This design comes from an exercise in tuning for small area, a short achievable clock period and few clock cycles per item on the open sky130 flow, not from production work. RTL that was checked went through simulation tests only; none was proved equivalent to the original. Only the layout flow was run in run 1; the RTL was not checked for function there.

==> flow/design.v, too long to show whole: its modules and the start of the top module <==
// module poly_horner_seq: 1908 lines
// module phs_fa: 5 lines
module poly_horner_seq (
    input  logic               clk,
    input  logic               rst,
    input  logic               coeff_we,
    input  logic [3:0]         coeff_addr,
    input  logic signed [15:0] coeff_wdata,
    input  logic signed [15:0] x,
    input  logic               start,
    output logic               busy,
    output logic               done,
    output logic signed [31:0] sum,
    output logic               ovf
);
  // ...
==> flow/run.sh <==
#!/bin/bash
# synth_recipe.tcl (not shown) runs the flow's synth.tcl, then flattens the netlist and writes it again
# the make line also repeats each setting of config.mk as NAME=value (left out here)
make -C /OpenROAD-flow-scripts/flow DESIGN_CONFIG=/design/flow/config.mk WORK_HOME=/design/flow/orfs CLKGATE_MAP_FILE= SYNTH_SCRIPT=/design/flow/synth_recipe.tcl finish
==> flow/config.mk <==
export PLATFORM = sky130hd
export DESIGN_NAME = poly_horner_seq
export DESIGN_NICKNAME = poly_horner_seq
export VERILOG_FILES = /design/flow/design.v
export SDC_FILE = /design/flow/constraint.sdc
export NUM_CORES = 4
export LEC_CHECK = 0
export ABC_AREA = 1
export CAP_MARGIN = 20
export CORE_MARGIN = 2
export CORE_UTILIZATION = 65
export PLACE_DENSITY = 0.75
export SLEW_MARGIN = 20
export SYNTH_HIERARCHICAL = 1
export SYNTH_MINIMUM_KEEP_SIZE = 0
==> flow/constraint.sdc <==
create_clock -name core_clock -period 9.0 [get_ports {clk}]
set_input_delay 1.8000 -clock core_clock [delete_from_list [all_inputs] [get_ports {clk}]]
set_output_delay 1.8000 -clock core_clock [all_outputs]
set_load 0.01 [all_outputs]
==> flow_summary.yaml, run 1 <==
cells_and_area:
  nClkBuffers: 40
  clock_area_share_pct: 3.72
  nMultiInputCombCells: 1474
  multi_input_area_mm2: 0.0131
  mostFrequentLayoutCells: "xor2_1 (287), o22ai_1 (280), inv_1 (213)"
  final_area_mm2: 0.0241
  diodes: 0
  largest_class: "multi-input gates"
  multi_input_area_share_pct: 54.5
  nFillCells: 2435
floorplan:
  fp.dieW_um: 189
  fp.dieArea_mm2: 0.0357
  nWellTaps: 448
  die-height_um: 189
timing:
  worst_slew_pin_slew_ns: 1.16
  fmax_mhz: 151
  period_share_pct: 73.6
placed_design:
  hpwl_mm: 41.3
  place_area_mm2: 0.0232
worst_setup_path:
  ff2ff_path_depth: 23
  cp_max_fo: 49
  endpoint_kind: "flip-flop"
  r2r_start: "r_idx[0]"
  crit_top_cell: "fa_1"
  r2r_slack_ns: 2.37
  worst_path_max_delay_cell: "inv_2"
clock_network:
  cts_made_buffers: 29
  ctsResizeCount: 0
  postCtsHoldBufs: 0
  cts_sinks: 266
global_routing:
  grt_overflow_total: 0
  grt_use_met1_pct: 44.6
  use_met3_pct: 7.77
outcome:
  run_status: "finished clean"
detailed_routing:
  wl_met1_mm: 22.8
  met2_length_mm: 29.7
  wl_met3_mm: 6.44
  drc: 0
yosys:
  synth_xor_xnor_area_share_pct: 12.0
  synthAdderAreaFrac_pct: 26.1
min_path:
  hold_depth: 2
==> run 2, diff against run 1 <==
--- a/flow/design.v
+++ b/flow/design.v
@@ -11,29 +11,36 @@
     output logic               done,
     output logic signed [31:0] sum,
     output logic               ovf
 );
     logic signed [15:0] r_coeff [0:10];
     logic [10:0]        r_cval;
     logic [7:0]         r_bone, r_btwo, r_bneg;
     logic signed [31:0] r_acc;
-    logic signed [15:0] r_cprev;
-    logic [3:0]         r_idx;
+    logic signed [15:0] r_c, r_cprev;
+    logic [3:0]         r_idx, w_idx_n;
     logic               r_busy, r_done, r_ovf;
     logic signed [15:0] w_c, w_hlim, w_llim;
     logic [7:0]         w_xone, w_xtwo, w_xneg;
     logic [47:0]        w_ra, w_rb;
     logic [31:0]        w_s, w_g0, w_p0;
     logic               w_c31, w_hi_one, w_hi_zero;
     logic               w_sovf, w_chi, w_clo, w_acc_st, w_last, w_wr;
     assign w_acc_st = start & ~r_busy;
     assign w_last   = r_busy & (r_idx == 4'd0);
     assign w_wr     = coeff_we & ~r_busy & ~start & (coeff_addr <= 4'd10);
-    assign w_c      = r_cval[r_idx] ? r_coeff[r_idx] : 16'sd0;
+    always_comb begin
+        if (w_acc_st)          w_idx_n = 4'd9;
+        else if (w_last)       w_idx_n = 4'd10;
+        else if (r_busy)       w_idx_n = r_idx - 4'd1;
+        else                   w_idx_n = r_idx;
+    end
+    assign w_c = (w_wr & (coeff_addr == 4'd10)) ? coeff_wdata :
+                 r_cval[w_idx_n] ? r_coeff[w_idx_n] : 16'sd0;
     always_comb begin
         for (int k = 0; k < 8; k++) begin
             logic m, l, lo;
             m  = x[2*k+1];
             l  = x[2*k];
             lo = (k == 0) ? 1'b0 : x[2*k-1];
             w_xneg[k] = m;
             w_xone[k] = l ^ lo;
@@ -1236,102 +1243,102 @@
     assign pp257 = ((r_bone[7] & r_acc[25]) | (r_btwo[7] & r_acc[24])) ^ r_bneg[7];
     assign pp258 = ((r_bone[7] & r_acc[26]) | (r_btwo[7] & r_acc[25])) ^ r_bneg[7];
     assign pp259 = ((r_bone[7] & r_acc[27]) | (r_btwo[7] & r_acc[26])) ^ r_bneg[7];
     assign pp260 = ((r_bone[7] & r_acc[28]) | (r_btwo[7] & r_acc[27])) ^ r_bneg[7];
     assign pp261 = ((r_bone[7] & r_acc[29]) | (r_btwo[7] & r_acc[28])) ^ r_bneg[7];
     assign pp262 = ((r_bone[7] & r_acc[30]) | (r_btwo[7] & r_acc[29])) ^ r_bneg[7];
     assign pp263 = ((r_bone[7] & r_acc[31]) | (r_btwo[7] & r_acc[30])) ^ r_bneg[7];
     assign pp264 = ~(((r_bone[7] & r_acc[31]) | (r_btwo[7] & r_acc[31])) ^ r_bneg[7]);
-    assign cn265 = ~w_c[15];
-    assign hs266 = r_bneg[0] ^ pp1;
-    assign hc267 = r_bneg[0] & pp1;
-    assign hs268 = pp2 ^ hc267;
-    assign hc269 = pp2 & hc267;
-    phs_fa u_fs270 (.a(r_bneg[1]), .b(pp3), .c(pp34), .s(fs270), .co(fc271));
-    assign hs272 = w_c[2] ^ hc269;
-    assign hc273 = w_c[2] & hc269;
-    phs_fa u_fs274 (.a(pp4), .b(pp35), .c(fc271), .s(fs274), .co(fc275));
-    assign hs276 = w_c[3] ^ hc273;
-    assign hc277 = w_c[3] & hc273;
-    phs_fa u_fs278 (.a(r_bneg[2]), .b(pp5), .c(pp36), .s(fs278), .co(fc279));
-    phs_fa u_fs280 (.a(pp67), .b(w_c[4]), .c(fs278), .s(fs280), .co(fc281));
-    assign hs282 = fc275 ^ hc277;
-    assign hc283 = fc275 & hc277;
-    phs_fa u_fs284 (.a(pp6), .b(pp37), .c(pp68), .s(fs284), .co(fc285));
-    phs_fa u_fs286 (.a(fc279), .b(w_c[5]), .c(fs284), .s(fs286), .co(fc287));
-    assign hs288 = fc281 ^ fs286;
-    assign hc289 = fc281 & fs286;
-    phs_fa u_fs290 (.a(r_bneg[3]), .b(pp7), .c(pp38), .s(fs290), .co(fc291));
-    phs_fa u_fs292 (.a(pp69), .b(pp100), .c(fc285), .s(fs292), .co(fc293));
-    phs_fa u_fs294 (.a(w_c[6]), .b(fs290), .c(fc287), .s(fs294), .co(fc295));
-    assign hs296 = fs292 ^ hc289;
-    assign hc297 = fs292 & hc289;
-    phs_fa u_fs298 (.a(pp8), .b(pp39), .c(pp70), .s(fs298), .co(fc299));
-    phs_fa u_fs300 (.a(pp101), .b(fc291), .c(w_c[7]), .s(fs300), .co(fc301));
-    phs_fa u_fs302 (.a(fs298), .b(fc293), .c(fs300), .s(fs302), .co(fc303));
-    assign hs304 = fc295 ^ fs302;
-    assign hc305 = fc295 & fs302;
-    phs_fa u_fs306 (.a(r_bneg[4]), .b(pp9), .c(pp40), .s(fs306), .co(fc307));
-    phs_fa u_fs308 (.a(pp71), .b(pp102), .c(pp133), .s(fs308), .co(fc309));
-    phs_fa u_fs310 (.a(fc299), .b(w_c[8]), .c(fs306), .s(fs310), .co(fc311));
+    assign cn265 = ~r_c[15];
+    assign hs266 = r_bneg[0] ^ r_c[0];
+    assign hc267 = r_bneg[0] & r_c[0];
+    assign hs268 = r_c[1] ^ hc267;
+    assign hc269 = r_c[1] & hc267;
+    phs_fa u_fs270 (.a(r_bneg[1]), .b(r_c[2]), .c(pp3), .s(fs270), .co(fc271));
+    assign hs272 = pp34 ^ hc269;
+    assign hc273 = pp34 & hc269;
+    phs_fa u_fs274 (.a(r_c[3]), .b(pp4), .c(pp35), .s(fs274), .co(fc275));
+    assign hs276 = hc273 ^ fc271;
+    assign hc277 = hc273 & fc271;
+    phs_fa u_fs278 (.a(r_bneg[2]), .b(r_c[4]), .c(pp5), .s(fs278), .co(fc279));
+    phs_fa u_fs280 (.a(pp36), .b(pp67), .c(fc275), .s(fs280), .co(fc281));
+    assign hs282 = fs278 ^ hc277;
+    assign hc283 = fs278 & hc277;
+    phs_fa u_fs284 (.a(r_c[5]), .b(pp6), .c(pp37), .s(fs284), .co(fc285));
+    phs_fa u_fs286 (.a(pp68), .b(fc279), .c(fs284), .s(fs286), .co(fc287));
+    assign hs288 = fc281 ^ hc283;
+    assign hc289 = fc281 & hc283;
+    phs_fa u_fs290 (.a(r_bneg[3]), .b(r_c[6]), .c(pp7), .s(fs290), .co(fc291));
+    phs_fa u_fs292 (.a(pp38), .b(pp69), .c(pp100), .s(fs292), .co(fc293));
+    phs_fa u_fs294 (.a(fc285), .b(fs290), .c(fs292), .s(fs294), .co(fc295));
+    assign hs296 = fc287 ^ fs294;
+    assign hc297 = fc287 & fs294;
+    phs_fa u_fs298 (.a(r_c[7]), .b(pp8), .c(pp39), .s(fs298), .co(fc299));
+    phs_fa u_fs300 (.a(pp70), .b(pp101), .c(fc291), .s(fs300), .co(fc301));
+    phs_fa u_fs302 (.a(fc293), .b(fs298), .c(fc295), .s(fs302), .co(fc303));
+    assign hs304 = fs300 ^ hc297;
+    assign hc305 = fs300 & hc297;
+    phs_fa u_fs306 (.a(r_bneg[4]), .b(r_c[8]), .c(pp9), .s(fs306), .co(fc307));
+    phs_fa u_fs308 (.a(pp40), .b(pp71), .c(pp102), .s(fs308), .co(fc309));
+    phs_fa u_fs310 (.a(pp133), .b(fc299), .c(fs306), .s(fs310), .co(fc311));
     phs_fa u_fs312 (.a(fs308), .b(fc301), .c(fs310), .s(fs312), .co(fc313));
-    assign hs314 = fc303 ^ fs312;
-    assign hc315 = fc303 & fs312;
-    phs_fa u_fs316 (.a(pp10), .b(pp41), .c(pp72), .s(fs316), .co(fc317));
-    phs_fa u_fs318 (.a(pp103), .b(pp134), .c(fc307), .s(fs318), .co(fc319));
-    phs_fa u_fs320 (.a(fc309), .b(w_c[9]), .c(fs316), .s(fs320), .co(fc321));
-    phs_fa u_fs322 (.a(fc311), .b(fs318), .c(fs320), .s(fs322), .co(fc323));
+    assign hs314 = fc303 ^ hc305;
+    assign hc315 = fc303 & hc305;
+    phs_fa u_fs316 (.a(r_c[9]), .b(pp10), .c(pp41), .s(fs316), .co(fc317));
+    phs_fa u_fs318 (.a(pp72), .b(pp103), .c(pp134), .s(fs318), .co(fc319));
+    phs_fa u_fs320 (.a(fc307), .b(fc309), .c(fs316), .s(fs320), .co(fc321));
+    phs_fa u_fs322 (.a(fs318), .b(fc311), .c(fs320), .s(fs322), .co(fc323));
     assign hs324 = fc313 ^ fs322;
     assign hc325 = fc313 & fs322;
-    phs_fa u_fs326 (.a(r_bneg[5]), .b(pp11), .c(pp42), .s(fs326), .co(fc327));
-    phs_fa u_fs328 (.a(pp73), .b(pp104), .c(pp135), .s(fs328), .co(fc329));
-    phs_fa u_fs330 (.a(pp166), .b(fc317), .c(w_c[10]), .s(fs330), .co(fc331));
-    phs_fa u_fs332 (.a(fs326), .b(fs328), .c(fc319), .s(fs332), .co(fc333));
+    phs_fa u_fs326 (.a(r_bneg[5]), .b(r_c[10]), .c(pp11), .s(fs326), .co(fc327));
+    phs_fa u_fs328 (.a(pp42), .b(pp73), .c(pp104), .s(fs328), .co(fc329));
+    phs_fa u_fs330 (.a(pp135), .b(pp166), .c(fc317), .s(fs330), .co(fc331));
+    phs_fa u_fs332 (.a(fc319), .b(fs326), .c(fs328), .s(fs332), .co(fc333));
     phs_fa u_fs334 (.a(fc321), .b(fs330), .c(fs332), .s(fs334), .co(fc335));
-    assign hs336 = fc323 ^ hc325;
-    assign hc337 = fc323 & hc325;
-    phs_fa u_fs338 (.a(pp12), .b(pp43), .c(pp74), .s(fs338), .co(fc339));
-    phs_fa u_fs340 (.a(pp105), .b(pp136), .c(pp167), .s(fs340), .co(fc341));
-    phs_fa u_fs342 (.a(fc327), .b(fc329), .c(w_c[11]), .s(fs342), .co(fc343));
+    assign hs336 = fc323 ^ fs334;
+    assign hc337 = fc323 & fs334;
+    phs_fa u_fs338 (.a(r_c[11]), .b(pp12), .c(pp43), .s(fs338), .co(fc339));
+    phs_fa u_fs340 (.a(pp74), .b(pp105), .c(pp136), .s(fs340), .co(fc341));
+    phs_fa u_fs342 (.a(pp167), .b(fc327), .c(fc329), .s(fs342), .co(fc343));
     phs_fa u_fs344 (.a(fs338), .b(fs340), .c(fc331), .s(fs344), .co(fc345));
-    phs_fa u_fs346 (.a(fs342), .b(fc333), .c(fs344), .s(fs346), .co(fc347));
-    assign hs348 = fc335 ^ fs346;
-    assign hc349 = fc335 & fs346;
-    phs_fa u_fs350 (.a(r_bneg[6]), .b(pp13), .c(pp44), .s(fs350), .co(fc351));
-    phs_fa u_fs352 (.a(pp75), .b(pp106), .c(pp137), .s(fs352), .co(fc353));
-    phs_fa u_fs354 (.a(pp168), .b(pp199), .c(fc339), .s(fs354), .co(fc355));
-    phs_fa u_fs356 (.a(fc341), .b(w_c[12]), .c(fs350), .s(fs356), .co(fc357));
-    phs_fa u_fs358 (.a(fs352), .b(fc343), .c(fs354), .s(fs358), .co(fc359));
+    phs_fa u_fs346 (.a(fc333), .b(fs342), .c(fs344), .s(fs346), .co(fc347));
+    assign hs348 = fc335 ^ hc337;
+    assign hc349 = fc335 & hc337;
+    phs_fa u_fs350 (.a(r_bneg[6]), .b(r_c[12]), .c(pp13), .s(fs350), .co(fc351));
+    phs_fa u_fs352 (.a(pp44), .b(pp75), .c(pp106), .s(fs352), .co(fc353));
+    phs_fa u_fs354 (.a(pp137), .b(pp168), .c(pp199), .s(fs354), .co(fc355));
+    phs_fa u_fs356 (.a(fc339), .b(fc341), .c(fs350), .s(fs356), .co(fc357));
+    phs_fa u_fs358 (.a(fs352), .b(fs354), .c(fc343), .s(fs358), .co(fc359));
     phs_fa u_fs360 (.a(fs356), .b(fc345), .c(fs358), .s(fs360), .co(fc361));
     assign hs362 = fc347 ^ fs360;
     assign hc363 = fc347 & fs360;
-    phs_fa u_fs364 (.a(pp14), .b(pp45), .c(pp76), .s(fs364), .co(fc365));
-    phs_fa u_fs366 (.a(pp107), .b(pp138), .c(pp169), .s(fs366), .co(fc367));
-    phs_fa u_fs368 (.a(pp200), .b(fc351), .c(fc353), .s(fs368), .co(fc369));
-    phs_fa u_fs370 (.a(w_c[13]), .b(fs364), .c(fs366), .s(fs370), .co(fc371));
-    phs_fa u_fs372 (.a(fc355), .b(fc357), .c(fs368), .s(fs372), .co(fc373));
+    phs_fa u_fs364 (.a(r_c[13]), .b(pp14), .c(pp45), .s(fs364), .co(fc365));
+    phs_fa u_fs366 (.a(pp76), .b(pp107), .c(pp138), .s(fs366), .co(fc367));
+    phs_fa u_fs368 (.a(pp169), .b(pp200), .c(fc351), .s(fs368), .co(fc369));
+    phs_fa u_fs370 (.a(fc353), .b(fc355), .c(fs364), .s(fs370), .co(fc371));
+    phs_fa u_fs372 (.a(fs366), .b(fc357), .c(fs368), .s(fs372), .co(fc373));
     phs_fa u_fs374 (.a(fs370), .b(fc359), .c(fs372), .s(fs374), .co(fc375));
     assign hs376 = fc361 ^ fs374;
     assign hc377 = fc361 & fs374;
-    phs_fa u_fs378 (.a(r_bneg[7]), .b(pp15), .c(pp46), .s(fs378), .co(fc379));
-    phs_fa u_fs380 (.a(pp77), .b(pp108), .c(pp139), .s(fs380), .co(fc381));
-    phs_fa u_fs382 (.a(pp170), .b(pp201), .c(pp232), .s(fs382), .co(fc383));
-    phs_fa u_fs384 (.a(fc365), .b(fc367), .c(w_c[14]), .s(fs384), .co(fc385));
+    phs_fa u_fs378 (.a(r_bneg[7]), .b(r_c[14]), .c(pp15), .s(fs378), .co(fc379));
+    phs_fa u_fs380 (.a(pp46), .b(pp77), .c(pp108), .s(fs380), .co(fc381));
+    phs_fa u_fs382 (.a(pp139), .b(pp170), .c(pp201), .s(fs382), .co(fc383));
+    phs_fa u_fs384 (.a(pp232), .b(fc365), .c(fc367), .s(fs384), .co(fc385));
     phs_fa u_fs386 (.a(fs378), .b(fs380), .c(fs382), .s(fs386), .co(fc387));
     phs_fa u_fs388 (.a(fc369), .b(fc371), .c(fs384), .s(fs388), .co(fc389));
     phs_fa u_fs390 (.a(fs386), .b(fc373), .c(fs388), .s(fs390), .co(fc391));
     assign hs392 = fc375 ^ fs390;
     assign hc393 = fc375 & fs390;
-    assign fs394 = ~(pp16 ^ pp47);
-    assign fc395 = pp16 | pp47;
-    phs_fa u_fs396 (.a(pp78), .b(pp109), .c(pp140), .s(fs396), .co(fc397));
-    phs_fa u_fs398 (.a(pp171), .b(pp202), .c(pp233), .s(fs398), .co(fc399));
-    phs_fa u_fs400 (.a(fc379), .b(fc381), .c(fc383), .s(fs400), .co(fc401));
-    phs_fa u_fs402 (.a(cn265), .b(fs394), .c(fs396), .s(fs402), .co(fc403));
+    assign fs394 = ~(cn265 ^ pp16);
+    assign fc395 = cn265 | pp16;
+    phs_fa u_fs396 (.a(pp47), .b(pp78), .c(pp109), .s(fs396), .co(fc397));
+    phs_fa u_fs398 (.a(pp140), .b(pp171), .c(pp202), .s(fs398), .co(fc399));
+    phs_fa u_fs400 (.a(pp233), .b(fc379), .c(fc381), .s(fs400), .co(fc401));
+    phs_fa u_fs402 (.a(fc383), .b(fs394), .c(fs396), .s(fs402), .co(fc403));
     phs_fa u_fs404 (.a(fs398), .b(fc385), .c(fc387), .s(fs404), .co(fc405));
     phs_fa u_fs406 (.a(fs400), .b(fs402), .c(fc389), .s(fs406), .co(fc407));
     phs_fa u_fs408 (.a(fs404), .b(fc391), .c(fs406), .s(fs408), .co(fc409));
     assign fs410 = ~(pp17 ^ pp48);
     assign fc411 = pp17 | pp48;
     phs_fa u_fs412 (.a(pp79), .b(pp110), .c(pp141), .s(fs412), .co(fc413));
     phs_fa u_fs414 (.a(pp172), .b(pp203), .c(pp234), .s(fs414), .co(fc415));
     phs_fa u_fs416 (.a(fc395), .b(fc397), .c(fc399), .s(fs416), .co(fc417));
@@ -1554,39 +1561,39 @@
     phs_fa u_fs768 (.a(fc761), .b(fs766), .c(fc763), .s(fs768), .co(fc769));
     assign fs770 = ~(pp230 ^ pp261);
     assign fc771 = pp230 | pp261;
     assign hs772 = fc767 ^ fs770;
     assign hc773 = fc767 & fs770;
     phs_fa u_fs774 (.a(pp231), .b(pp262), .c(fc771), .s(fs774), .co(fc775));
     assign hs776 = ~pp263;
     assign hc777 = pp263;
-    assign w_ra[0] = w_c[0];
+    assign w_ra[0] = pp1;
     assign w_rb[0] = hs266;
-    assign w_ra[1] = w_c[1];
+    assign w_ra[1] = pp2;
     assign w_rb[1] = hs268;
     assign w_ra[2] = fs270;
     assign w_rb[2] = hs272;
     assign w_ra[3] = fs274;
     assign w_rb[3] = hs276;
     assign w_ra[4] = fs280;
     assign w_rb[4] = hs282;
-    assign w_ra[5] = hc283;
+    assign w_ra[5] = fs286;
     assign w_rb[5] = hs288;
-    assign w_ra[6] = fs294;
+    assign w_ra[6] = hc289;
     assign w_rb[6] = hs296;
-    assign w_ra[7] = hc297;
+    assign w_ra[7] = fs302;
     assign w_rb[7] = hs304;
-    assign w_ra[8] = hc305;
+    assign w_ra[8] = fs312;
     assign w_rb[8] = hs314;
     assign w_ra[9] = hc315;
     assign w_rb[9] = hs324;
-    assign w_ra[10] = fs334;
+    assign w_ra[10] = hc325;
     assign w_rb[10] = hs336;
-    assign w_ra[11] = hc337;
+    assign w_ra[11] = fs346;
     assign w_rb[11] = hs348;
     assign w_ra[12] = hc349;
     assign w_rb[12] = hs362;
     assign w_ra[13] = hc363;
     assign w_rb[13] = hs376;
     assign w_ra[14] = hc377;
     assign w_rb[14] = hs392;
     assign w_ra[15] = hc393;
@@ -1864,40 +1871,38 @@
             r_idx  <= 4'd10;
             r_bone <= '0;
             r_btwo <= '0;
             r_bneg <= '0;
             r_cval <= '0;
         end else begin
             r_done <= w_last;
             if (w_wr) r_cval[coeff_addr] <= 1'b1;
+            r_idx <= w_idx_n;
             if (w_acc_st) begin
                 r_busy <= 1'b1;
-                r_idx  <= 4'd9;
                 r_bone <= w_xone;
                 r_btwo <= w_xtwo;
                 r_bneg <= w_xneg;
             end else if (r_busy) begin
                 if (w_last) begin
                     r_busy <= 1'b0;
-                    r_idx  <= 4'd10;
                     r_bone <= '0;
                     r_btwo <= '0;
                     r_bneg <= '0;
-                end else begin
-                    r_idx  <= r_idx - 4'd1;
                 end
             end
         end
     end
     always_ff @(posedge clk) begin
         if (w_wr) r_coeff[coeff_addr] <= coeff_wdata;
     end
     always_ff @(posedge clk) begin
-        r_cprev <= w_c;
+        r_c     <= w_c;
+        r_cprev <= r_c;
         if (w_acc_st | r_busy) begin
             r_acc <= w_s;
         end
         if (w_acc_st) begin
             r_ovf <= 1'b0;
         end else if (r_busy | r_done) begin
             r_ovf <= r_ovf | (r_busy & w_sovf) | w_chi | w_clo;
         end
==> flow/config.mk (replaced) <==
export PLATFORM = sky130hd
export DESIGN_NAME = poly_horner_seq
export DESIGN_NICKNAME = poly_horner_seq
export VERILOG_FILES = /design/flow/design.v
export SDC_FILE = /design/flow/constraint.sdc
export NUM_CORES = 4
export LEC_CHECK = 0
export ABC_AREA = 1
export CAP_MARGIN = 20
export CORE_MARGIN = 2
export CORE_UTILIZATION = 40
export SETUP_SLACK_MARGIN = 4
export SLEW_MARGIN = 20
export SYNTH_HIERARCHICAL = 1
export SYNTH_MINIMUM_KEEP_SIZE = 0
==> run 2 against run 1 <==
  * Highest routed layer is now met5
  * Register-to-register slack improved by 1.4 ns
  * Design area rose by 18%
  * Non-clock buffer count rose by 169
==> flow_summary.yaml, run 2 <==
global_routing:
  grt_overflow_total: 0
  gr-usage-all-layers_pct: 24.6
  grt_pass1_vias: 18400
  grt_start_max_net_pins: 81
  grt_pass1_wl_mm: 112
  antenna_found_initial: 3
clock_network:
  cts_htree_levels: 2
  cts_tree: "yes"
  postCtsHoldBufs: 0
  cts_max_path_buffers: 3
  cts_sinks: 282
  clock_latency_ns: 0.56
  cts_root_buf: "clkbuf_16"
  cts_made_buffers: 34
  cts.clk_slew.worst_paths_ns: 0.06
yosys:
  synth-edff-count: 208
  netlist_top_cells_count: "nand2_1 (320), xor2_1 (291), o22ai_1 (264), inv_1 (215), edfxtp_1 (208)"
  yosysSeqAreaShare_pct: 34.4
  synth_top_area_share_pct: 27.1
  yosysWarnings: 7
  synth_cell_types: 46
  synth_area_leaders: "edfxtp_1 (27%), fa_1 (17%), xor2_1 (11%), ha_1 (7.8%), o22ai_1 (7.2%)"
  syn_inst: 2315
  ys.flop_type: "edfxtp_1"
  yosysMostFrequentCell: "nand2_1"
  syn-mean-instance-area_um2: 9.95
  async_reset_ff_share_pct: 14.5
  yosys.area.top_type: "edfxtp_1"
  syn_nets: 2699
  syn_area_mm2: 0.0230
  ys_seq_elements: 282
worst_setup_path:
  cp_max_fo: 5
  cp.required_ns: 9.30
  endpoint_kind: "flip-flop"
  path_class: "flip-flop to flip-flop"
  critPathLaunchType: "flip-flop"
  cp.arrival_ns: 5.50
cells_and_area:
  drive_gt1_share_pct: 21.0
  nets: 2875
  largest_reg_flops: 176
  registers.top_by_ff_count: "r_coeff"
  final_common_cell: "nand2_1"
  top_regs: "r_coeff x176, r_acc x32"
  seqCellArea_mm2: 0.00796
  fin_cells: 3274
  final_area_mm2: 0.0285
  nFillCells: 4985
  multi_input_area_mm2: 0.0146
  mostFrequentLayoutCells: "nand2_1 (306), xor2_1 (280), o22ai_1 (244)"
  area_delta_synth_final_pct: 23.7
floorplan:
  pin_count: 75
  core_mm2: 0.0567
  die-height_um: 244
  start_util_pct: 40.6
  fp.dieArea_mm2: 0.0595
  fp.dieW_um: 244
  rows: 87
placed_design:
  port_buffers: 74
  gp_congestion: 0.895
  post-place-ws_ns: 3.18
  place_area_mm2: 0.0243
  dp.cells: 3028
  hpwl_mm: 46.3
detailed_routing:
  via_per_inst: 5.71
  drc: 0
  dr_total_vias: 18700
  dr.pass1.iters: 7
  ant_nets: 0
  initialDrtViolationCount: 2047
  routed_wl_mm: 75.0
  routedWlPerCell_um: 22.9
timing:
  worst_slew_pin_slew_ns: 1.01
  drv_slew: 0
  slew-limit-headroom_pct: 32.7
  final_hold_viol_count: 0
  skew_ns: 0.0223
  rsz0062_at_grt: "true"
  finalSetupViolCount: 0
  setup_ws_ns: 3.80
  final.setup.tns_ns: 0
  fmax_mhz: 192
  period_share_pct: 57.8
  fin_crit_ns: 5.20
job:
  maxCapViolCount: 0
min_path:
  hold_path_class: "flip-flop to flip-flop"
outcome:
  run_status: "finished clean"
run 2: path summary, 6_finish.rpt:
| kind | startpoint | endpoint | slack, ns | cells past startpoint |
|---|---|---|---|---|
| max | r_acc[12] | r_acc[25] | 3.80 | 20 |
| min | r_c[1] | r_cprev[1] | 0.38 | 0 |
| max reg2reg | r_acc[12] | r_acc[25] | 3.80 | 20 |
| min reg2reg | r_c[1] | r_cprev[1] | 0.38 | 0 |
| max in group asynchronous | rst | r_bneg[4] | 6.43 | 2 |
| min in group asynchronous | rst | r_idx[2] | 1.81 | 2 |
run 2: what timing repair did:
| action | in CTS | in global routing |
|---|---|---|
| pin swaps | 39 | 58 |
| setup buffers | 132 | 38 |
| gates resized for setup | 173 | 122 |
| endpoints found under the setup margin | 21 | 20 |
| cloned | 12 | 1 |
run 2: cell families after synthesis:
logic type | Yosys count | share of synthesized area [%]
simple gates | 583 | 10.8
compound gates | 414 | 11.2
buf+inv | 385 | 6.69
fa+ha+maj | 344 | 25.2
xor+xnor | 307 | 11.7
flops | 282 | 34.4
run 2: per-stage QoR:
step | util, % | hold WS [ns]
after floorplan | - | 0.334
after global placement | 42.9 | 0.377
final | 50.3 | 0.383
after detailed placement | 42.9 | 0.367
after global routing | 50.3 | 0.374
after CTS | 48.6 | 0.378
run 2: routing by layer:
| layer | GRT usage, % | wire, um |
|---|---|---|
| met3 | 5.58 | 7270 |
| met1 | 31.9 | 28900 |
| met2 | 39.3 | 34800 |
| met4 | 11.4 | 3990 |
| met5 | 0 | 12 |
run 2: critical path, stage by stage, from the launching register on:
cell,delay (ns)
edfxtp_1,0.50
clkinvlp_4,0.30
buf_6,0.23
o22ai_2,0.15
xor2_2,0.21
fa_2,0.48
fa_1,0.41
fa_1,0.47
fa_1,0.65
ha_4,0.24
ha_4,0.25
nand2_1,0.06
nand2_1,0.06
nand2_1,0.09
nand2_1,0.08
nand2_2,0.09
nand2_4,0.07
a21oi_4,0.20
o21bai_2,0.11
buf_4,0.15
xor2_2,0.14
run 2: final cells by class:
type,count,share of cell area (%)
repair inverters,8,0.211
multi-input cells,1648,51.3
diodes,2,0.0176
flip-flops and latches,282,27.9
repair buffers,278,9.67
well taps,756,3.32
inverters,239,3.66
clock inverters,15,0.676
clock buffers,46,3.22
run 2: modules after synthesis, one instance, submodules excluded:
| module | copies in the design | area [um^2] | cells inside |
|---|---|---|---|
| poly_horner_seq | 1 | 19100 | 2120 |
| phs_fa | 195 | 20.0 | 1 |
Testbench counts of run 2, summed over its fixed seeds: cycles 14,440, evals 1,280.
==> run 3, diff against run 2 <==
--- a/flow/config.mk
+++ b/flow/config.mk
@@ -10,5 +10,5 @@
 export CORE_MARGIN = 2
 export CORE_UTILIZATION = 40
-export SETUP_SLACK_MARGIN = 4
+export SETUP_SLACK_MARGIN = 3
 export SLEW_MARGIN = 20
 export SYNTH_HIERARCHICAL = 1
==> run 3 against run 2 <==
  * Non-clock buffer count is 170 lower
  * Synthesized cell count stayed put
  * Clock-buffer cell count is 6 higher
  * Critical endpoint is now r_ovf
  * Critical path depth is 1 higher
  * Still clean
  * Critical path type unchanged
  * Wire length is 9.4% lower
==> flow_summary.yaml, run 3 <==
outcome:
  run_status: "finished clean"
yosys:
  yosysMostFrequentCell: "nand2_1"
  ys.flop_type: "edfxtp_1"
  syn-mean-instance-area_um2: 9.95
  syn_area_mm2: 0.0230
  synth-edff-count: 208
  synth_area_leaders: "edfxtp_1 (27%), fa_1 (17%), xor2_1 (11%), ha_1 (7.8%), o22ai_1 (7.2%)"
  yosysSeqAreaShare_pct: 34.4
  syn_nets: 2699
  async_reset_ff_share_pct: 14.5
  ys_seq_elements: 282
  syn_inst: 2315
  yosysWarnings: 7
  synth_cell_types: 46
  netlist_top_cells_count: "nand2_1 (320), xor2_1 (291), o22ai_1 (264), inv_1 (215), edfxtp_1 (208)"
  synth_top_area_share_pct: 27.1
  yosys.area.top_type: "edfxtp_1"
worst_setup_path:
  reg2reg_to: "r_ovf"
  path_class: "flip-flop to flip-flop"
  cp.required_ns: 9.43
  cp_max_fo: 17
  r2r_slack_ns: 3.25
  cp.arrival_ns: 6.19
  endpoint_kind: "flip-flop"
  critPathLaunchType: "flip-flop"
  r2r_start: "r_acc[15]"
  ff2ff_path_depth: 21
timing:
  skew_ns: 0.0271
  final_hold_viol_count: 0
  drv_slew: 0
  rsz0062_at_grt: "false"
  finalSetupViolCount: 0
  fmax_mhz: 174
  worst_slew_pin_slew_ns: 1.09
  fin_crit_ns: 5.75
  period_share_pct: 63.9
  fin_hold_ws_ns: 0.368
  final.setup.tns_ns: 0
  slew-limit-headroom_pct: 27.0
clock_network:
  cts.clk_slew.worst_paths_ns: 0.07
  cts_tree: "yes"
  cts_sinks: 282
  cts_max_path_buffers: 3
  cts_htree_levels: 2
  clock_latency_ns: 0.57
  postCtsSetupBuffers: 0
  cts_root_buf: "clkbuf_16"
  cts_made_buffers: 34
detailed_routing:
  dr.pass1.iters: 5
  ant_nets: 0
  via_per_inst: 5.66
  routed_wl_mm: 67.9
  dr_total_vias: 17500
  routedWlPerCell_um: 21.9
  drc: 0
  initialDrtViolationCount: 1872
min_path:
  min-delay-start: "r_c[15]"
  hold_end: "r_cprev[15]"
  hold_path_class: "flip-flop to flip-flop"
  hold_depth: 0
placed_design:
  place_area_mm2: 0.0244
  port_buffers: 74
  hpwl_mm: 46.5
  gp_congestion: 0.934
cells_and_area:
  fin_util_pct: 45.0
  final_common_cell: "nand2_1"
  area_delta_synth_final_pct: 10.8
  largest_reg_flops: 176
  nFillCells: 5298
  seqCellArea_mm2: 0.00794
  registers.top_by_ff_count: "r_coeff"
  drive_gt1_share_pct: 6.03
  multi_input_area_mm2: 0.0136
  nets: 2697
  mostFrequentLayoutCells: "nand2_1 (320), xor2_1 (291), o22ai_1 (264)"
  final_area_mm2: 0.0255
  top_regs: "r_coeff x176, r_acc x32"
floorplan:
  fp.dieArea_mm2: 0.0595
  start_util_pct: 40.6
  die-height_um: 244
  fp.dieW_um: 244
  pin_count: 75
  core_mm2: 0.0567
  rows: 87
global_routing:
  antenna_found_initial: 2
  grt_overflow_total: 0
  grt_pass1_wl_mm: 105
  grt_pass1_vias: 17800
  grt_start_max_net_pins: 49
  gr-usage-all-layers_pct: 22.8
job:
  maxCapViolCount: 0
==> run 3: cell count changes in the layout (fill, tap and decap cells not counted), moves of 14 or more <==
cell	before	now
clkinvlp_4	38	5
ha_4	34	0
nand2_1	306	320
inv_1	182	210
ha_1	108	144
buf_12	26	0
fa_2	52	0
buf_6	14	0
o22ai_1	244	264
buf_4	157	33
fa_1	148	200
o22ai_2	14	0
==> run 3: critical path, cell delays in order (launching register included) <==
cell and delay (ns):
edfxtp_1 0.47, clkinv_1 0.59, o22ai_1 0.41, xor2_1 0.32, fa_1 0.51, fa_1 0.43
fa_1 0.55, fa_1 0.43, ha_1 0.29, ha_1 0.34, nand2_1 0.10, inv_1 0.05
a21oi_1 0.15, nand2_1 0.13, a21oi_1 0.31, nand2_1 0.12, nand2_1 0.07, nand3_1 0.07
nand3_1 0.11, nand2_1 0.06, nand2_1 0.05, a21oi_1 0.05
==> run 3: logic make-up (layout without fill, tap and decap cells) <==
kind of cell	Yosys count	count (layout)	share of synthesized area [%]
buffers and inverters	385	409	6.69
flip-flops	282	282	34.4
AND/OR/NAND/NOR	583	583	10.8
XOR/XNOR	307	307	11.7
adder cells (fa/ha/maj)	344	344	25.2
AO/OA/AOI/OAI	414	414	11.2
other	0	1	0
==> run 3: final cells by class <==
class                   count  share of cell area, %
diodes                      1                0.00980
clock buffers              52                   3.88
clock inverters            10                  0.583
inverters                 239                   3.56
multi-input cells        1648                   53.2
flip-flops and latches    282                   31.1
well taps                 756                   3.70
repair buffers            108                   3.93
==> run 3: Yosys stat by module (local to each module, per instance) <==
module / flip-flops and latches / area [um^2] / copies in the design / cells inside
phs_fa: 0 / 20.0 / 195 / 1
poly_horner_seq: 282 / 19100 / 1 / 2120
==> run 3: how the worst max path moves through the flow <==
stage          startpoint   endpoint  depth (start not counted)
6_report        r_acc[15]      r_ovf                         21
3_3_place_gp    r_bone[4]  r_acc[22]                         20
5_1_grt         r_bone[1]  r_acc[30]                         20
3_5_place_dp    r_bone[4]  r_acc[22]                         20
2_1_floorplan    r_acc[9]  r_acc[22]                         21
4_1_cts         r_bone[4]  r_acc[22]                         20
==> run 3: repair_timing <==
item | in CTS | in global routing
hold buffers | 0 | 0
setup endpoints to repair | 0 | 5
resized for setup | 0 | 3
==> run 3: routing by layer <==
layer	GRT usage (%)	vias to the layer above	share of wire (%)
li1	-	7863	-
met5	0	-	0.024
met2	37.3	835	47
met1	29.7	8668	40
met3	4.04	170	8.4
met4	9.90	2	4.4
==> run 3: stage by stage <==
step / setup WS, ns / cells
2_1_floorplan: 3.95 / 2315
3_3_place_gp: 3.34 / 3032
3_5_place_dp: 3.25 / 3032
4_1_cts: 3.22 / 3094
5_1_grt: 3.01 / 3096
6_report: 3.25 / 3096
==> run 4, diff against run 3 <==
--- a/flow/config.mk
+++ b/flow/config.mk
@@ -10,5 +10,4 @@
 export CORE_MARGIN = 2
 export CORE_UTILIZATION = 40
-export SETUP_SLACK_MARGIN = 3
 export SLEW_MARGIN = 20
 export SYNTH_HIERARCHICAL = 1
==> run 4 against run 3 <==
  * Clock-buffer cell count unchanged
  * Final cell count unchanged
  * Worst setup slack worse by 0.044 ns
  * Clock skew about the same
  * Sequential share of layout area about the same
  * Synthesized area unchanged
  * Register-to-register slack worse by 0.04 ns
  * Critical path type unchanged
  * Critical endpoint is now r_acc[22]
  * Highest routed layer unchanged
==> flow_summary.yaml, run 4 <==
global_routing:
  grt_pass1_vias: 17800
  grt_pass1_wl_mm: 105
  antenna_found_initial: 2
  grt_overflow_total: 0
  gr-usage-all-layers_pct: 22.8
  grt_start_max_net_pins: 49
floorplan:
  pin_count: 75
  core_mm2: 0.0567
  rows: 87
  die-height_um: 244
  start_util_pct: 40.6
  fp.dieArea_mm2: 0.0595
  fp.dieW_um: 244
placed_design:
  gp_congestion: 0.934
  place_area_mm2: 0.0244
  hpwl_mm: 46.5
  port_buffers: 74
detailed_routing:
  dr_total_vias: 17600
  ant_nets: 0
  drc: 0
  via_per_inst: 5.69
  dr.pass1.iters: 5
  routedWlPerCell_um: 21.9
  routed_wl_mm: 67.9
  initialDrtViolationCount: 1905
worst_setup_path:
  cp.required_ns: 9.30
  cp_max_fo: 32
  endpoint_kind: "flip-flop"
  path_class: "flip-flop to flip-flop"
  critPathLaunchType: "flip-flop"
  cp.arrival_ns: 6.09
yosys:
  yosysWarnings: 7
  syn_nets: 2699
  syn_area_mm2: 0.0230
  netlist_top_cells_count: "nand2_1 (320), xor2_1 (291), o22ai_1 (264), inv_1 (215), edfxtp_1 (208)"
  async_reset_ff_share_pct: 14.5
  synth_area_leaders: "edfxtp_1 (27%), fa_1 (17%), xor2_1 (11%), ha_1 (7.8%), o22ai_1 (7.2%)"
  synth_top_area_share_pct: 27.1
  yosysMostFrequentCell: "nand2_1"
  yosys.area.top_type: "edfxtp_1"
  syn_inst: 2315
  ys_seq_elements: 282
  synth_cell_types: 46
  yosysSeqAreaShare_pct: 34.4
  syn-mean-instance-area_um2: 9.95
  synth-edff-count: 208
  ys.flop_type: "edfxtp_1"
cells_and_area:
  nets: 2697
  nFillCells: 5301
  registers.top_by_ff_count: "r_coeff"
  final_common_cell: "nand2_1"
  final_area_mm2: 0.0255
  drive_gt1_share_pct: 5.90
  top_regs: "r_coeff x176, r_acc x32"
  mostFrequentLayoutCells: "nand2_1 (320), xor2_1 (291), o22ai_1 (264)"
  area_delta_synth_final_pct: 10.8
  largest_reg_flops: 176
timing:
  final_hold_viol_count: 0
  final.setup.tns_ns: 0
  worst_slew_pin_slew_ns: 1.12
  slew-limit-headroom_pct: 25.5
  finalSetupViolCount: 0
  skew_ns: 0.0269
  fin_crit_ns: 5.80
  rsz0062_at_grt: "false"
  fmax_mhz: 172
  period_share_pct: 64.4
  drv_slew: 0
clock_network:
  cts_tree: "yes"
  postCtsHoldBufs: 0
  cts_htree_levels: 2
  cts.clk_slew.worst_paths_ns: 0.07
  postCtsSetupBuffers: 0
  cts_max_path_buffers: 3
  cts_root_buf: "clkbuf_16"
  cts_made_buffers: 34
  clock_latency_ns: 0.57
  ctsResizeCount: 0
  cts_sinks: 282
min_path:
  hold_path_class: "flip-flop to flip-flop"
job:
  maxCapViolCount: 0
outcome:
  run_status: "finished clean"
run 4: Yosys stat by module, one instance, submodules excluded:
module,cell area [um^2],copies in the design,flops+latches
poly_horner_seq,19100,1,282
phs_fa,20.0,195,0
run 4: final timing paths:
check                      cells after the start  slack, ns      start           to
setup / recovery                              20       3.20  r_bone[4]    r_acc[22]
hold / removal                                 0       0.37    r_c[15]  r_cprev[15]
setup reg to reg                              20       3.20  r_bone[4]    r_acc[22]
hold reg to reg                                0       0.37    r_c[15]  r_cprev[15]
max in group asynchronous                      2       6.52        rst    r_bneg[4]
min in group asynchronous                      2       1.79        rst    r_cval[2]
run 4: cell type report:
type	count	area (um^2)	area share [%]
timing repair buffer	108	1000	3.93
multi-input combinational	1648	13600	53.3
inverter	239	898	3.52
clock inverter	10	149	0.583
clock buffer	52	990	3.88
tap	756	946	3.71
sequential	282	7940	31.1
antenna	1	2.50	0.00980
run 4: routing by layer:
layer	GRT usage [%]	wire length (um)
met1	29.7	27500
met2	37.3	31900
met3	4.04	5370
met4	9.90	3150
met5	0	16
run 4: stage by stage:
stage	setup slack, ns	hold WS (ns)	instances	utilization (%)
after floorplan	3.95	0.334	2315	-
after global placement	3.34	0.365	3032	43.0
after detailed placement	3.25	0.366	3032	43.0
after CTS	3.22	0.366	3094	45.0
after global routing	2.86	0.373	3096	45.0
final	3.20	0.371	3096	45.0
run 4: kinds of logic after synthesis:
family,share of synthesized area (%)
buf+inv,6.69
simple gates,10.8
fa+ha+maj,25.2
compound gates,11.2
flops,34.4
xor+xnor,11.7
run 4: worst max-delay path: stages, from the launching register on:
cell and delay (ns):
dfrtp_1 0.39, inv_1 0.77, o22ai_1 0.22, xor2_1 0.22, fa_1 0.48, fa_1 0.43, fa_1 0.48, fa_1 0.40
fa_1 0.48, ha_1 0.35, nand2_1 0.10, inv_1 0.05, nand2_1 0.06, nand2_1 0.05, a21oi_1 0.16, nand2_2 0.19
nand2_1 0.10, nand3_1 0.12, a21oi_1 0.23, o21ai_1 0.10, xor2_1 0.14

afterwards: timing with drivers on the ports:
Ports are ideal in the flow. The routed layouts listed here were re-timed in OpenROAD.
Step 1 sets driving cells, clkbuf_16 on the clock port and buf_2 on the other inputs (assumed; they add their load-dependent delay and slew).
Step 2 adds t to the input delays and takes it off the output delays; t is the mean of the earliest and latest rising clock arrival at the registers after step 1. Input paths then give back, and output paths get back, about the clock's delay inside the block.
a / b / c = no drivers / after step 1 / after step 2; a / b = the first two.
run	shift t [ns]	setup slack, ns	worst setup path after step 2	worst data-port slew with drivers (ns)
run 1	0.633	2.374 / 2.374 / 2.374	register to register	0.04
run 2	0.615	3.801 / 3.801 / 3.801	register to register	0.11
run 3	0.619	3.246 / 3.246 / 3.246	register to register	0.10
run 4	0.619	3.202 / 3.202 / 3.202	register to register	0.10
After both steps every run listed still meets setup and hold.
